This is an optimization exercise on Yosys and OpenROAD, whose aim is small area, not a production implementation.
The RTL was checked by simulation tests, not by an equivalence proof against the original design.

==> inputs of run a <==
==> flow/design.v <==
package rv32_pkg;
  localparam int XLEN   = 32;
  localparam int NREGS  = 32;
  localparam int REG_AW = $clog2(NREGS);
  typedef logic [XLEN-1:0]   word_t;
  typedef logic [REG_AW-1:0] reg_addr_t;
  localparam reg_addr_t REG_X0 = '0;
endpackage
module reg_file_rdport
(
  input  rv32_pkg::reg_addr_t                   addr,
  input  logic [rv32_pkg::NREGS-1:1][rv32_pkg::XLEN-1:0]  regs,
  output rv32_pkg::word_t                       data
);
  always_comb begin
    data = '0;
    if (addr != rv32_pkg::REG_X0) data = regs[addr];
  end
endmodule
module reg_file
(
  input  logic      clk,
  input  logic      rst,
  input  rv32_pkg::reg_addr_t rs1,
  input  rv32_pkg::reg_addr_t rs2,
  input  rv32_pkg::reg_addr_t rsw,
  input  rv32_pkg::word_t     data_in,
  input  logic      RegWEn,
  output rv32_pkg::word_t     data_out_1,
  output rv32_pkg::word_t     data_out_2
);
  logic [rv32_pkg::NREGS-1:1][rv32_pkg::XLEN-1:0] regs_q;
  logic [rv32_pkg::NREGS-1:1][rv32_pkg::XLEN-1:0] regs_d;
  always_comb begin
    regs_d = regs_q;
    if (RegWEn && (rsw != rv32_pkg::REG_X0)) regs_d[rsw] = data_in;
  end
  always_ff @(posedge clk or posedge rst) begin
    if (rst) begin
      regs_q <= '0;
    end else begin
      regs_q <= regs_d;
    end
  end
  reg_file_rdport u_rdport_1 (
    .addr (rs1),
    .regs (regs_q),
    .data (data_out_1)
  );
  reg_file_rdport u_rdport_2 (
    .addr (rs2),
    .regs (regs_q),
    .data (data_out_2)
  );
endmodule
==> flow/run.sh <==
#!/bin/bash
# synth_recipe.tcl (not shown) runs the flow's synth.tcl, then flattens the netlist and writes it again
# the make line also repeats each setting of config.mk as NAME=value (left out here)
make -C /OpenROAD-flow-scripts/flow DESIGN_CONFIG=/design/flow/config.mk WORK_HOME=/design/flow/orfs CLKGATE_MAP_FILE= SYNTH_SCRIPT=/design/flow/synth_recipe.tcl finish
==> flow/config.mk <==
export PLATFORM = sky130hd
export DESIGN_NAME = reg_file
export DESIGN_NICKNAME = reg_file
export VERILOG_FILES = /design/flow/design.v
export SDC_FILE = /design/flow/constraint.sdc
export NUM_CORES = 4
export LEC_CHECK = 0
export CAP_MARGIN = 20
export CORE_MARGIN = 2
export CORE_UTILIZATION = 40
export SLEW_MARGIN = 20
==> flow/constraint.sdc <==
create_clock -name core_clock -period 8.0 [get_ports {clk}]
set_input_delay 1.6000 -clock core_clock [delete_from_list [all_inputs] [get_ports {clk}]]
set_output_delay 1.6000 -clock core_clock [all_outputs]
set_load 0.01 [all_outputs]
==> inputs of run b, as changes to run a <==
==> flow/design.v (replaced) <==
package rv32_pkg;
  localparam int XLEN   = 32;
  localparam int NREGS  = 32;
  localparam int REG_AW = $clog2(NREGS);
  typedef logic [XLEN-1:0]   word_t;
  typedef logic [REG_AW-1:0] reg_addr_t;
  localparam reg_addr_t REG_X0 = '0;
endpackage
module rf_aoi222
(
  input  logic [2:0] a,
  input  logic [2:0] b,
  output logic       y
);
  assign y = ~((a[0] & b[0]) | (a[1] & b[1]) | (a[2] & b[2]));
endmodule
module rf_wmux
(
  input  logic we,
  input  logic we_n,
  input  logic d,
  input  logic q,
  output logic y
);
  assign y = (we & d) | (we_n & q);
endmodule
module rf_rdbit
(
  input  logic [rv32_pkg::NREGS-1:1] sel,
  input  logic [rv32_pkg::NREGS-1:1] d,
  output logic                       y
);
  localparam int NG = (rv32_pkg::NREGS - 1) / 3;    
  logic [NG-1:0] g_n;
  for (genvar g = 0; g < NG; g++) begin : g_grp
    rf_aoi222 u_aoi (
      .a (sel[3*g+3:3*g+1]),
      .b (d[3*g+3:3*g+1]),
      .y (g_n[g])
    );
  end
  assign y = ~(&g_n) | (sel[rv32_pkg::NREGS-1] & d[rv32_pkg::NREGS-1]);
endmodule
module reg_file_rdport
(
  input  rv32_pkg::reg_addr_t                             addr,
  input  logic [rv32_pkg::NREGS-1:1]                      valid,
  input  logic [rv32_pkg::NREGS-1:1][rv32_pkg::XLEN-1:0]  regs,
  output rv32_pkg::word_t                                 data
);
  logic [rv32_pkg::NREGS-1:1] sel;
  always_comb begin
    for (int i = 1; i < rv32_pkg::NREGS; i++)
      sel[i] = (addr == rv32_pkg::reg_addr_t'(i)) && valid[i];
  end
  for (genvar b = 0; b < rv32_pkg::XLEN; b++) begin : g_bit
    logic [rv32_pkg::NREGS-1:1] col;
    for (genvar i = 1; i < rv32_pkg::NREGS; i++) begin : g_col
      assign col[i] = regs[i][b];
    end
    rf_rdbit u_bit (
      .sel (sel),
      .d   (col),
      .y   (data[b])
    );
  end
endmodule
module reg_file
(
  input  logic      clk,
  input  logic      rst,
  input  rv32_pkg::reg_addr_t rs1,
  input  rv32_pkg::reg_addr_t rs2,
  input  rv32_pkg::reg_addr_t rsw,
  input  rv32_pkg::word_t     data_in,
  input  logic      RegWEn,
  output rv32_pkg::word_t     data_out_1,
  output rv32_pkg::word_t     data_out_2
);
  logic [rv32_pkg::NREGS-1:1][rv32_pkg::XLEN-1:0] regs_q;
  logic [rv32_pkg::NREGS-1:1][rv32_pkg::XLEN-1:0] regs_d;
  logic [rv32_pkg::NREGS-1:1]                     valid_q;
  logic [rv32_pkg::NREGS-1:1]                     wen;
  logic [rv32_pkg::NREGS-1:1]                     wen_n;
  always_comb begin
    for (int i = 1; i < rv32_pkg::NREGS; i++)
      wen[i] = RegWEn && (rsw == rv32_pkg::reg_addr_t'(i));
  end
  assign wen_n = ~wen;
  always_ff @(posedge clk or posedge rst) begin
    if (rst) valid_q <= '0;
    else     valid_q <= valid_q | wen;
  end
  for (genvar i = 1; i < rv32_pkg::NREGS; i++) begin : g_reg
    for (genvar b = 0; b < rv32_pkg::XLEN; b++) begin : g_bit
      rf_wmux u_wmux (
        .we   (wen[i]),
        .we_n (wen_n[i]),
        .d    (data_in[b]),
        .q    (regs_q[i][b]),
        .y    (regs_d[i][b])
      );
    end
  end
  always_ff @(posedge clk) begin
    regs_q <= regs_d;
  end
  reg_file_rdport u_rdport_1 (
    .addr  (rs1),
    .valid (valid_q),
    .regs  (regs_q),
    .data  (data_out_1)
  );
  reg_file_rdport u_rdport_2 (
    .addr  (rs2),
    .valid (valid_q),
    .regs  (regs_q),
    .data  (data_out_2)
  );
endmodule
==> flow/flow/run.sh (new file) <==
#!/bin/bash
# The standard ORFS layout (standard.sh), with two changes made through ORFS's
# own variables:
#  - port buffers are the smallest buffer instead of ORFS's default choice;
#  - clock tree synthesis clusters more sinks per buffer and inserts no dummy
#    loads.
# Synthesis, floorplan, power grid, tap cells, placement and routing are the
# standard flow's. Each tool's output goes to orfs/logs (ORFS's own logs) and
# the make output to flow_make.log in this folder.
set -euo pipefail
cd "$(dirname "$0")/.."
export BUFFER_PORTS_ARGS="-buffer_cell sky130_fd_sc_hd__buf_1"
export CTS_ARGS="-sink_clustering_enable -repair_clock_nets -dont_use_dummy_load -sink_clustering_size 20 -sink_clustering_max_diameter 60"
bash standard.sh > flow_make.log 2>&1
==> flow/standard.sh (new file) <==
#!/bin/bash
# synth_recipe.tcl (not shown) runs the flow's synth.tcl, then flattens the netlist and writes it again
# the make line also repeats each setting of config.mk as NAME=value (left out here)
make -C /OpenROAD-flow-scripts/flow DESIGN_CONFIG=/design/flow/config.mk WORK_HOME=/design/flow/orfs CLKGATE_MAP_FILE= SYNTH_SCRIPT=/design/flow/synth_recipe.tcl "${@:-finish}"
- CAP_MARGIN: 20 -> 10
- SLEW_MARGIN: 20 -> 10
- SYNTH_HIERARCHICAL: default -> 1
- SYNTH_MINIMUM_KEEP_SIZE: default -> 0
removed: flow/run.sh
==> flow_metrics.tcl <==
set metrics [dict create \
    p_seq_share_pct 58.6 \
    cts_buffers 71 \
    clock_area_share_pct 4.09 \
    status "timing/DRC/antenna clean" \
    power_density_nw_per_um2 273 \
    die_width_um 316 \
]
That was run b.
==> flow_metrics.tcl <==
set metrics [dict create \
    clock_area_share_pct 6.04 \
    power_density_nw_per_um2 253 \
    wl_um 177000 \
    cts_buffers 111 \
    sw_frac_of_total_pct 28.9 \
    die_width_um 374 \
    status "timing/DRC/antenna clean" \
]
That was run a.

-- static timing again, ports no longer ideal --
The results above use ideal ports. As a check the final layouts listed here were re-extracted and re-timed, cells and wires unchanged.
Step 1 assumes that a clkbuf_16 drives the clock port and a buf_2 every other input.
Step 2 adds t to the input delays and takes it off the output delays; t is the mean of the earliest and latest rising clock arrival at the registers after step 1. Input paths then give back, and output paths get back, about the clock's delay inside the block.
Three values: no drivers, after step 1, after step 2; two values: the first two.
run | t (ns) | setup slack, ns | hold slack, ns | worst setup path at the end | worst data-port slew with drivers (ns)
run a | 0.821 | 0.617 / 0.588 / 0.588 | 0.505 / 0.505 / 0.505 | input to output | 0.18
run b | 0.722 | 1.507 / 1.468 / 1.468 | 0.480 / 0.480 / 0.480 | input to output | 0.21
After both steps setup and hold are still met in every run listed. The setup slack of run b, which loses most, moves by -0.039 ns with the drivers and by -0.039 ns with both steps.
